From an optimization exercise on the open Yosys and OpenROAD flow, aimed at small area and few clock cycles per item; shortcuts taken in it are not production practice. At most, simulation tests tie the RTL to the original design; equivalence was not proved.

==> job 6523: inputs <==
## mac_prime2r
module mac_prime2r #(
  parameter int MAX_TERMS = 1024,
  parameter int CNT_W     = 11
) (
  input  logic         clk,
  input  logic         rst_n,
  input  logic         in_valid,
  output logic         in_ready,
  input  logic         in_last,
  input  logic [23:0]  a,
  input  logic [23:0]  b,
  output logic         out_valid,
  input  logic         out_ready,
  output logic [69:0]  c,
  output logic         err
);
==> flow/config.mk <==
export PLATFORM = sky130hd
export DESIGN_NAME = mac_prime2r
export DESIGN_NICKNAME = mac_prime2r
export VERILOG_FILES = /design/flow/design.v
export SDC_FILE = /design/flow/constraint.sdc
export NUM_CORES = 4
export LEC_CHECK = 0
export CAP_MARGIN = 0
export CORE_MARGIN = 2
export CORE_UTILIZATION = 40
export CTS_BUF_LIST = sky130_fd_sc_hd__clkbuf_4 sky130_fd_sc_hd__clkbuf_8 sky130_fd_sc_hd__clkbuf_16
export GPL_TIMING_DRIVEN = 0
export SLEW_MARGIN = 0
export SYNTH_HIERARCHICAL = 1
==> flow/constraint.sdc <==
create_clock -name core_clock -period 8.0 [get_ports {clk}]
set_input_delay 1.6000 -clock core_clock [delete_from_list [all_inputs] [get_ports {clk}]]
set_output_delay 1.6000 -clock core_clock [all_outputs]
set_load 0.01 [all_outputs]
standard.sh (not shown) runs the stock make flow with config.mk's settings and CLKGATE_MAP_FILE= SYNTH_SCRIPT=/design/flow/synth_recipe.tcl, a recipe that flattens the netlist after the stock synthesis.
==> flow/flow/run.sh <==
#!/bin/bash
# Own layout flow: the standard flow (standard.sh), with the standard
# synthesis unchanged, then the layout steps with a few extra ORFS settings
# read from flow/knobs.txt (one VAR=value per line):
#  - port buffers are plain buffers instead of the default delay-cell choice,
#  - optional extra repair/recovery settings.
# Each step's full output goes to its own log file in this folder.
set -euo pipefail
here=$(pwd)
knobs=()
if [[ -f flow/knobs.txt ]]; then
  while IFS= read -r line; do
    [[ -z "$line" || "$line" == \#* ]] && continue
    knobs+=("$line")
  done < flow/knobs.txt
fi
bash standard.sh synth > "$here/flow_synth.log" 2>&1
bash standard.sh "${knobs[@]}" finish > "$here/flow_layout.log" 2>&1
test -s out/final.def
==> flow/flow/knobs.txt <==
BUFFER_PORTS_ARGS=-buffer_cell sky130_fd_sc_hd__buf_1
==> job 2143: changes against job 6523 <==
--- a/flow/design.v
+++ b/flow/design.v
@@ -27,47 +27,45 @@
   assign in_xfer_s  = in_valid & in_ready;
   assign acc_keep_s = ~((out_valid_r & out_ready) | clr_r);
   assign out_valid  = out_valid_r;
   assign c          = acc_r;
   logic [47:0] nacc;
   assign nacc = ~(acc_r[47:0] & {48{acc_keep_s}});
   logic [11:0] bo_neg;
-  logic [11:0] bo_none, bo_ntwo;    
+  logic [11:0] bo_none, bo_ntwo, bo_nneg;    
   logic [25:0] b_ext;
   assign b_ext = {1'b0, b, 1'b0};         
   for (genvar k = 0; k < 12; k++) begin : g_booth
     assign bo_neg[k] = b_ext[2*k+2];
     for (genvar e = 0; e < 1; e++) begin : g_enc
-      mac_benc u_enc (.b2(b_ext[2*k+2]), .b1(b_ext[2*k+1]), .b0(b_ext[2*k]),
-                      .none(bo_none[k*1+e]), .ntwo(bo_ntwo[k*1+e]));
+      mac_benc u_enc (.b2(b_ext[2*k+2]), .b1(b_ext[2*k+1]), .b0(b_ext[2*k]), .xfer(in_xfer_s),
+                      .none(bo_none[k*1+e]), .ntwo(bo_ntwo[k*1+e]),
+                      .nneg(bo_nneg[k*1+e]));
     end
   end
   logic [23:0] na [3];
-  logic [2:0] xfer_g;
   for (genvar g = 0; g < 3; g++) begin : g_na
-    mac_xfer u_xfer (.in_valid(in_valid), .out_valid(out_valid_r), .out_ready(out_ready),
-                     .xfer(xfer_g[g]));
     for (genvar i = 0; i < 24; i++) begin : g_bit
-      mac_nand2 u_nand (.x(a[i]), .y(xfer_g[g]), .z(na[g][i]));
+      mac_inv u_inv (.x(a[i]), .y(na[g][i]));
     end
   end
   logic [299:0] nbp;
   for (genvar k = 0; k < 12; k++) begin : g_row
     assign nbp[k*25]    = ~((~na[k/4][0] & ~bo_none[k*1]) ^ bo_neg[k]);
     assign nbp[k*25+24] = ~((~na[k/4][23] & ~bo_ntwo[k*1+0]) ^ bo_neg[k]);
     for (genvar i = 1; i < 24; i++) begin : g_sel
       localparam int E = (i * 1) / 24;
       logic sel;
       mac_o22ai u_sel (.a1(na[k/4][i]), .a2(bo_none[k*1+E]),
                        .b1(na[k/4][i-1]), .b2(bo_ntwo[k*1+E]), .y(sel));
-      mac_xnor u_neg (.x(sel), .y(bo_neg[k]), .s(nbp[k*25+i]));
+      mac_xor2 u_neg (.x(sel), .y(bo_nneg[k*1+E]), .s(nbp[k*25+i]));
     end
   end
   logic [23:0] nbt;
-  assign nbt = ~(~na[2] & {24{b[23]}});
+  assign nbt = ~(~na[2] & {24{b[23] & in_xfer_s}});
   logic [301:0] fs, fc;
   logic [7:0] hs, hc;
   logic [31:0] ns, nc;
   mac_xnor u_nhs0 (.x(nacc[22]), .y(~bo_neg[11]), .s(ns[0]));
   mac_or u_nhc0 (.x(nacc[22]), .y(~bo_neg[11]), .c(nc[0]));
   mac_xnor u_nhs1 (.x(nacc[23]), .y(nbp[23]), .s(ns[1]));
   mac_or u_nhc1 (.x(nacc[23]), .y(nbp[23]), .c(nc[1]));
@@ -716,23 +714,23 @@
   assign cy[43] = cg[78];
   assign cy[44] = cg[79];
   assign cy[45] = cg[80];
   assign cy[46] = cg[81];
   assign cy[47] = cg[82];
   assign cy[48] = cg[46];
   assign sum_s[47:0] = ~(pg ^ cy[47:0]);
-  logic [1:0] inc_hi;
-  for (genvar j = 0; j < 2; j++) begin : g_inc
+  logic [3:0] inc_hi;
+  for (genvar j = 0; j < 4; j++) begin : g_inc
     mac_nmaj u_maj (.x(fc[255]), .y(fc[301]), .z(cy[48]), .m(inc_hi[j]));
   end
-  logic [69:48] x_hi, x_hi_inc;
-  assign x_hi = acc_r[69:48] & {22{acc_keep_s}};
-  assign x_hi_inc = x_hi + 1'b1;
+  logic [69:48] nx_hi, nx_hi_dec;
+  assign nx_hi = ~(acc_r[69:48] & {22{acc_keep_s}});
+  assign nx_hi_dec = nx_hi - 1'b1;
   for (genvar i = 48; i < 70; i++) begin : g_hi
-    mac_mux2 u_mux (.s(inc_hi[(i - 48) * 2 / 22]), .a(x_hi_inc[i]), .b(x_hi[i]), .y(sum_s[i]));
+    mac_nmux2 u_mux (.s(inc_hi[(i - 48) * 4 / 22]), .a(nx_hi_dec[i]), .b(nx_hi[i]), .y(sum_s[i]));
   end
   always_ff @(posedge clk) begin
     acc_r <= sum_s;
   end
   always_ff @(posedge clk or negedge rst_n) begin
     if (!rst_n) begin
       out_valid_r <= 1'b0;
@@ -763,19 +761,35 @@
   end
   assign err = err_r;
 endmodule
 module mac_benc (
   input  logic b2,
   input  logic b1,
   input  logic b0,
+  input  logic xfer,
   output logic none,
-  output logic ntwo
+  output logic ntwo,
+  output logic nneg
 );
-  assign none = ~(b1 ^ b0);
-  assign ntwo = ~((b2 & ~b1 & ~b0) | (~b2 & b1 & b0));
+  assign none = ~((b1 ^ b0) & xfer);
+  assign ntwo = ~(((b2 & ~b1 & ~b0) | (~b2 & b1 & b0)) & xfer);
+  assign nneg = ~b2;
+endmodule
+module mac_inv (
+  input  logic x,
+  output logic y
+);
+  assign y = ~x;
+endmodule
+module mac_xor2 (
+  input  logic x,
+  input  logic y,
+  output logic s
+);
+  assign s = x ^ y;
 endmodule
 module mac_xfer (
   input  logic in_valid,
   input  logic out_valid,
   input  logic out_ready,
   output logic xfer
 );
@@ -849,15 +863,15 @@
 module mac_or (
   input  logic x,
   input  logic y,
   output logic c
 );
   assign c = x | y;
 endmodule
-module mac_mux2 (
+module mac_nmux2 (
   input  logic s,
   input  logic a,
   input  logic b,
   output logic y
 );
-  assign y = s ? a : b;
+  assign y = ~(s ? a : b);
 endmodule
==> flow/flow/knobs.txt (replaced) <==
BUFFER_PORTS_ARGS=-buffer_cell sky130_fd_sc_hd__buf_1
RECOVER_POWER=100
CORE_UTILIZATION = 55   (was 40)
CTS_BUF_LIST = sky130_fd_sc_hd__clkbuf_8 sky130_fd_sc_hd__clkbuf_16   (was sky130_fd_sc_hd__clkbuf_4 sky130_fd_sc_hd__clkbuf_8 sky130_fd_sc_hd__clkbuf_16)
==> job 910: changes against job 6523 <==
--- a/flow/design.v
+++ b/flow/design.v
@@ -27,47 +27,45 @@
   assign in_xfer_s  = in_valid & in_ready;
   assign acc_keep_s = ~((out_valid_r & out_ready) | clr_r);
   assign out_valid  = out_valid_r;
   assign c          = acc_r;
   logic [47:0] nacc;
   assign nacc = ~(acc_r[47:0] & {48{acc_keep_s}});
   logic [11:0] bo_neg;
-  logic [11:0] bo_none, bo_ntwo;    
+  logic [11:0] bo_none, bo_ntwo, bo_nneg;    
   logic [25:0] b_ext;
   assign b_ext = {1'b0, b, 1'b0};         
   for (genvar k = 0; k < 12; k++) begin : g_booth
     assign bo_neg[k] = b_ext[2*k+2];
     for (genvar e = 0; e < 1; e++) begin : g_enc
-      mac_benc u_enc (.b2(b_ext[2*k+2]), .b1(b_ext[2*k+1]), .b0(b_ext[2*k]),
-                      .none(bo_none[k*1+e]), .ntwo(bo_ntwo[k*1+e]));
+      mac_benc u_enc (.b2(b_ext[2*k+2]), .b1(b_ext[2*k+1]), .b0(b_ext[2*k]), .xfer(in_xfer_s),
+                      .none(bo_none[k*1+e]), .ntwo(bo_ntwo[k*1+e]),
+                      .nneg(bo_nneg[k*1+e]));
     end
   end
   logic [23:0] na [3];
-  logic [2:0] xfer_g;
   for (genvar g = 0; g < 3; g++) begin : g_na
-    mac_xfer u_xfer (.in_valid(in_valid), .out_valid(out_valid_r), .out_ready(out_ready),
-                     .xfer(xfer_g[g]));
     for (genvar i = 0; i < 24; i++) begin : g_bit
-      mac_nand2 u_nand (.x(a[i]), .y(xfer_g[g]), .z(na[g][i]));
+      mac_inv u_inv (.x(a[i]), .y(na[g][i]));
     end
   end
   logic [299:0] nbp;
   for (genvar k = 0; k < 12; k++) begin : g_row
     assign nbp[k*25]    = ~((~na[k/4][0] & ~bo_none[k*1]) ^ bo_neg[k]);
     assign nbp[k*25+24] = ~((~na[k/4][23] & ~bo_ntwo[k*1+0]) ^ bo_neg[k]);
     for (genvar i = 1; i < 24; i++) begin : g_sel
       localparam int E = (i * 1) / 24;
       logic sel;
       mac_o22ai u_sel (.a1(na[k/4][i]), .a2(bo_none[k*1+E]),
                        .b1(na[k/4][i-1]), .b2(bo_ntwo[k*1+E]), .y(sel));
-      mac_xnor u_neg (.x(sel), .y(bo_neg[k]), .s(nbp[k*25+i]));
+      mac_xor2 u_neg (.x(sel), .y(bo_nneg[k*1+E]), .s(nbp[k*25+i]));
     end
   end
   logic [23:0] nbt;
-  assign nbt = ~(~na[2] & {24{b[23]}});
+  assign nbt = ~(~na[2] & {24{b[23] & in_xfer_s}});
   logic [301:0] fs, fc;
   logic [7:0] hs, hc;
   logic [31:0] ns, nc;
   mac_xnor u_nhs0 (.x(nacc[22]), .y(~bo_neg[11]), .s(ns[0]));
   mac_or u_nhc0 (.x(nacc[22]), .y(~bo_neg[11]), .c(nc[0]));
   mac_xnor u_nhs1 (.x(nacc[23]), .y(nbp[23]), .s(ns[1]));
   mac_or u_nhc1 (.x(nacc[23]), .y(nbp[23]), .c(nc[1]));
@@ -716,23 +714,23 @@
   assign cy[43] = cg[78];
   assign cy[44] = cg[79];
   assign cy[45] = cg[80];
   assign cy[46] = cg[81];
   assign cy[47] = cg[82];
   assign cy[48] = cg[46];
   assign sum_s[47:0] = ~(pg ^ cy[47:0]);
-  logic [1:0] inc_hi;
-  for (genvar j = 0; j < 2; j++) begin : g_inc
+  logic [3:0] inc_hi;
+  for (genvar j = 0; j < 4; j++) begin : g_inc
     mac_nmaj u_maj (.x(fc[255]), .y(fc[301]), .z(cy[48]), .m(inc_hi[j]));
   end
-  logic [69:48] x_hi, x_hi_inc;
-  assign x_hi = acc_r[69:48] & {22{acc_keep_s}};
-  assign x_hi_inc = x_hi + 1'b1;
+  logic [69:48] nx_hi, nx_hi_dec;
+  assign nx_hi = ~(acc_r[69:48] & {22{acc_keep_s}});
+  assign nx_hi_dec = nx_hi - 1'b1;
   for (genvar i = 48; i < 70; i++) begin : g_hi
-    mac_mux2 u_mux (.s(inc_hi[(i - 48) * 2 / 22]), .a(x_hi_inc[i]), .b(x_hi[i]), .y(sum_s[i]));
+    mac_nmux2 u_mux (.s(inc_hi[(i - 48) * 4 / 22]), .a(nx_hi_dec[i]), .b(nx_hi[i]), .y(sum_s[i]));
   end
   always_ff @(posedge clk) begin
     acc_r <= sum_s;
   end
   always_ff @(posedge clk or negedge rst_n) begin
     if (!rst_n) begin
       out_valid_r <= 1'b0;
@@ -742,40 +740,55 @@
       clr_r       <= 1'b0;
     end
   end
   localparam int TW = ((2 ** (CNT_W - 1)) >= MAX_TERMS) ? CNT_W - 1 : CNT_W;
   localparam logic [TW-1:0] LAST_CNT = TW'(MAX_TERMS - 1);
   logic [TW-1:0] cnt_r;
   logic          err_r;
+  always_ff @(posedge clk) begin
+    if (clr_r || (in_xfer_s && in_last)) begin
+      cnt_r <= '0;
+    end else if (in_xfer_s) begin
+      cnt_r <= cnt_r + 1'b1;
+    end
+  end
   always_ff @(posedge clk or negedge rst_n) begin
     if (!rst_n) begin
-      cnt_r <= '0;
       err_r <= 1'b0;
-    end else if (in_xfer_s) begin
-      if (in_last) begin
-        cnt_r <= '0;
-      end else begin
-        if (cnt_r == LAST_CNT) begin
-          err_r <= 1'b1;
-        end
-        cnt_r <= cnt_r + 1'b1;
-      end
+    end else if (in_xfer_s && !in_last && cnt_r == LAST_CNT) begin
+      err_r <= 1'b1;
     end
   end
   assign err = err_r;
 endmodule
 module mac_benc (
   input  logic b2,
   input  logic b1,
   input  logic b0,
+  input  logic xfer,
   output logic none,
-  output logic ntwo
+  output logic ntwo,
+  output logic nneg
 );
-  assign none = ~(b1 ^ b0);
-  assign ntwo = ~((b2 & ~b1 & ~b0) | (~b2 & b1 & b0));
+  assign none = ~((b1 ^ b0) & xfer);
+  assign ntwo = ~(((b2 & ~b1 & ~b0) | (~b2 & b1 & b0)) & xfer);
+  assign nneg = ~b2;
+endmodule
+module mac_inv (
+  input  logic x,
+  output logic y
+);
+  assign y = ~x;
+endmodule
+module mac_xor2 (
+  input  logic x,
+  input  logic y,
+  output logic s
+);
+  assign s = x ^ y;
 endmodule
 module mac_xfer (
   input  logic in_valid,
   input  logic out_valid,
   input  logic out_ready,
   output logic xfer
 );
@@ -849,15 +862,15 @@
 module mac_or (
   input  logic x,
   input  logic y,
   output logic c
 );
   assign c = x | y;
 endmodule
-module mac_mux2 (
+module mac_nmux2 (
   input  logic s,
   input  logic a,
   input  logic b,
   output logic y
 );
-  assign y = s ? a : b;
+  assign y = ~(s ? a : b);
 endmodule
==> flow/flow/knobs.txt (replaced) <==
BUFFER_PORTS_ARGS=-buffer_cell sky130_fd_sc_hd__buf_1
REMOVE_ABC_BUFFERS=1
CORE_UTILIZATION = 65   (was 40)
CTS_BUF_LIST = sky130_fd_sc_hd__clkbuf_8 sky130_fd_sc_hd__clkbuf_16   (was sky130_fd_sc_hd__clkbuf_4 sky130_fd_sc_hd__clkbuf_8 sky130_fd_sc_hd__clkbuf_16)
==> job 8353: changes against job 6523 <==
--- a/flow/design.v
+++ b/flow/design.v
@@ -27,47 +27,45 @@
   assign in_xfer_s  = in_valid & in_ready;
   assign acc_keep_s = ~((out_valid_r & out_ready) | clr_r);
   assign out_valid  = out_valid_r;
   assign c          = acc_r;
   logic [47:0] nacc;
   assign nacc = ~(acc_r[47:0] & {48{acc_keep_s}});
   logic [11:0] bo_neg;
-  logic [11:0] bo_none, bo_ntwo;    
+  logic [11:0] bo_none, bo_ntwo, bo_nneg;    
   logic [25:0] b_ext;
   assign b_ext = {1'b0, b, 1'b0};         
   for (genvar k = 0; k < 12; k++) begin : g_booth
     assign bo_neg[k] = b_ext[2*k+2];
     for (genvar e = 0; e < 1; e++) begin : g_enc
-      mac_benc u_enc (.b2(b_ext[2*k+2]), .b1(b_ext[2*k+1]), .b0(b_ext[2*k]),
-                      .none(bo_none[k*1+e]), .ntwo(bo_ntwo[k*1+e]));
+      mac_benc u_enc (.b2(b_ext[2*k+2]), .b1(b_ext[2*k+1]), .b0(b_ext[2*k]), .xfer(in_xfer_s),
+                      .none(bo_none[k*1+e]), .ntwo(bo_ntwo[k*1+e]),
+                      .nneg(bo_nneg[k*1+e]));
     end
   end
   logic [23:0] na [3];
-  logic [2:0] xfer_g;
   for (genvar g = 0; g < 3; g++) begin : g_na
-    mac_xfer u_xfer (.in_valid(in_valid), .out_valid(out_valid_r), .out_ready(out_ready),
-                     .xfer(xfer_g[g]));
     for (genvar i = 0; i < 24; i++) begin : g_bit
-      mac_nand2 u_nand (.x(a[i]), .y(xfer_g[g]), .z(na[g][i]));
+      mac_inv u_inv (.x(a[i]), .y(na[g][i]));
     end
   end
   logic [299:0] nbp;
   for (genvar k = 0; k < 12; k++) begin : g_row
     assign nbp[k*25]    = ~((~na[k/4][0] & ~bo_none[k*1]) ^ bo_neg[k]);
     assign nbp[k*25+24] = ~((~na[k/4][23] & ~bo_ntwo[k*1+0]) ^ bo_neg[k]);
     for (genvar i = 1; i < 24; i++) begin : g_sel
       localparam int E = (i * 1) / 24;
       logic sel;
       mac_o22ai u_sel (.a1(na[k/4][i]), .a2(bo_none[k*1+E]),
                        .b1(na[k/4][i-1]), .b2(bo_ntwo[k*1+E]), .y(sel));
-      mac_xnor u_neg (.x(sel), .y(bo_neg[k]), .s(nbp[k*25+i]));
+      mac_xor2 u_neg (.x(sel), .y(bo_nneg[k*1+E]), .s(nbp[k*25+i]));
     end
   end
   logic [23:0] nbt;
-  assign nbt = ~(~na[2] & {24{b[23]}});
+  assign nbt = ~(~na[2] & {24{b[23] & in_xfer_s}});
   logic [301:0] fs, fc;
   logic [7:0] hs, hc;
   logic [31:0] ns, nc;
   mac_xnor u_nhs0 (.x(nacc[22]), .y(~bo_neg[11]), .s(ns[0]));
   mac_or u_nhc0 (.x(nacc[22]), .y(~bo_neg[11]), .c(nc[0]));
   mac_xnor u_nhs1 (.x(nacc[23]), .y(nbp[23]), .s(ns[1]));
   mac_or u_nhc1 (.x(nacc[23]), .y(nbp[23]), .c(nc[1]));
@@ -716,23 +714,23 @@
   assign cy[43] = cg[78];
   assign cy[44] = cg[79];
   assign cy[45] = cg[80];
   assign cy[46] = cg[81];
   assign cy[47] = cg[82];
   assign cy[48] = cg[46];
   assign sum_s[47:0] = ~(pg ^ cy[47:0]);
-  logic [1:0] inc_hi;
-  for (genvar j = 0; j < 2; j++) begin : g_inc
+  logic [3:0] inc_hi;
+  for (genvar j = 0; j < 4; j++) begin : g_inc
     mac_nmaj u_maj (.x(fc[255]), .y(fc[301]), .z(cy[48]), .m(inc_hi[j]));
   end
-  logic [69:48] x_hi, x_hi_inc;
-  assign x_hi = acc_r[69:48] & {22{acc_keep_s}};
-  assign x_hi_inc = x_hi + 1'b1;
+  logic [69:48] nx_hi, nx_hi_dec;
+  assign nx_hi = ~(acc_r[69:48] & {22{acc_keep_s}});
+  assign nx_hi_dec = nx_hi - 1'b1;
   for (genvar i = 48; i < 70; i++) begin : g_hi
-    mac_mux2 u_mux (.s(inc_hi[(i - 48) * 2 / 22]), .a(x_hi_inc[i]), .b(x_hi[i]), .y(sum_s[i]));
+    mac_nmux2 u_mux (.s(inc_hi[(i - 48) * 4 / 22]), .a(nx_hi_dec[i]), .b(nx_hi[i]), .y(sum_s[i]));
   end
   always_ff @(posedge clk) begin
     acc_r <= sum_s;
   end
   always_ff @(posedge clk or negedge rst_n) begin
     if (!rst_n) begin
       out_valid_r <= 1'b0;
@@ -763,19 +761,35 @@
   end
   assign err = err_r;
 endmodule
 module mac_benc (
   input  logic b2,
   input  logic b1,
   input  logic b0,
+  input  logic xfer,
   output logic none,
-  output logic ntwo
+  output logic ntwo,
+  output logic nneg
 );
-  assign none = ~(b1 ^ b0);
-  assign ntwo = ~((b2 & ~b1 & ~b0) | (~b2 & b1 & b0));
+  assign none = ~((b1 ^ b0) & xfer);
+  assign ntwo = ~(((b2 & ~b1 & ~b0) | (~b2 & b1 & b0)) & xfer);
+  assign nneg = ~b2;
+endmodule
+module mac_inv (
+  input  logic x,
+  output logic y
+);
+  assign y = ~x;
+endmodule
+module mac_xor2 (
+  input  logic x,
+  input  logic y,
+  output logic s
+);
+  assign s = x ^ y;
 endmodule
 module mac_xfer (
   input  logic in_valid,
   input  logic out_valid,
   input  logic out_ready,
   output logic xfer
 );
@@ -849,15 +863,15 @@
 module mac_or (
   input  logic x,
   input  logic y,
   output logic c
 );
   assign c = x | y;
 endmodule
-module mac_mux2 (
+module mac_nmux2 (
   input  logic s,
   input  logic a,
   input  logic b,
   output logic y
 );
-  assign y = s ? a : b;
+  assign y = ~(s ? a : b);
 endmodule
CORE_UTILIZATION = 65   (was 40)
CTS_BUF_LIST = sky130_fd_sc_hd__clkbuf_8 sky130_fd_sc_hd__clkbuf_16   (was sky130_fd_sc_hd__clkbuf_4 sky130_fd_sc_hd__clkbuf_8 sky130_fd_sc_hd__clkbuf_16)
==> comparison table <==
| item | job 8353 | job 910 | job 2143 | job 6523 |
|---|---|---|---|---|
| ClkCell Share | 1.572% | 1.457% | 1.503% | 1.586% |
| Register-to-Register Setup Slack | 1.09 ns | 0.99 ns | 1.16 ns | 0.72 ns |
| Post-synthesis compound-gate area fraction | 15.03% | 14.87% | 15.03% | 15.14% |
| Arrival time at the worst endpoint | 8.15 ns | 8.15 ns | 8.07 ns | 8.16 ns |
| Number of well taps | 335 | 335 | 396 | 539 |
| Yosys top cell area share | 35.56% | 35.72% | 35.56% | 35.40% |
| Register Area | 1728 um^2 | 1678 um^2 | 1728 um^2 | 1728 um^2 |
| Area of the placeable core | 25840 um^2 | 25840 um^2 | 30510 um^2 | 42040 um^2 |
| Top-count cell post-synth | xor2_1 | xor2_1 | xor2_1 | xnor2_1 |
| Global-route met3 utilization | 7.507% | 9.366% | 5.855% | 6.899% |
| Clk latency of the worst-skew pair | 0.38 ns | 0.37 ns | 0.39 ns | 0.40 ns |
| Count of different cell masters after synthesis | 45 | 40 | 45 | 45 |
| Status | no timing/DRC/antenna violations | no timing/DRC/antenna violations | no timing/DRC/antenna violations | no timing/DRC/antenna violations |
Testbench counts of job 2143, summed over its fixed seeds: cycles 31,914, items 31,906.
Testbench counts of job 8353, summed over its fixed seeds: cycles 31,914, items 31,906.
The RTL of job 6523 and job 910 was laid out without a check of its function.

afterwards: timing with drivers on the ports:
How much do the figures lean on ideal ports? The routed layouts below were timed once more, with nothing changed but the port constraints. Step 1, drivers: a clkbuf_16 drives clk and a buf_2 each remaining input, both assumed. Step 2, shift: input delay + t, output delay - t, t = (earliest + latest rising clock arrival at the registers) / 2. This alone moves slack from input paths to output paths. Slacks: ideal ports / drivers / drivers and shift; pairs: ideal ports / drivers.
| run | t, ns | slack for setup (ns) | slew at the worst register clock pin (ns) | worst slew at a driven data input, ns |
|---|---|---|---|---|
| job 6523 | 0.454 | 0.120 / 0.146 / -0.308 | 0.09 / 0.09 | 0.08 |
| job 2143 | 0.434 | 0.203 / 0.234 / -0.200 | 0.08 / 0.08 | 0.05 |
| job 910 | 0.414 | 0.112 / 0.135 / -0.280 | 0.08 / 0.08 | 0.07 |
| job 8353 | 0.421 | 0.135 / 0.166 / -0.255 | 0.10 / 0.10 | 0.06 |
Met with ideal ports but missed after step 2: setup timing in every run listed. For job 6523, which loses most, drivers alone change the setup slack by +0.026 ns; drivers and shift together by -0.428 ns.
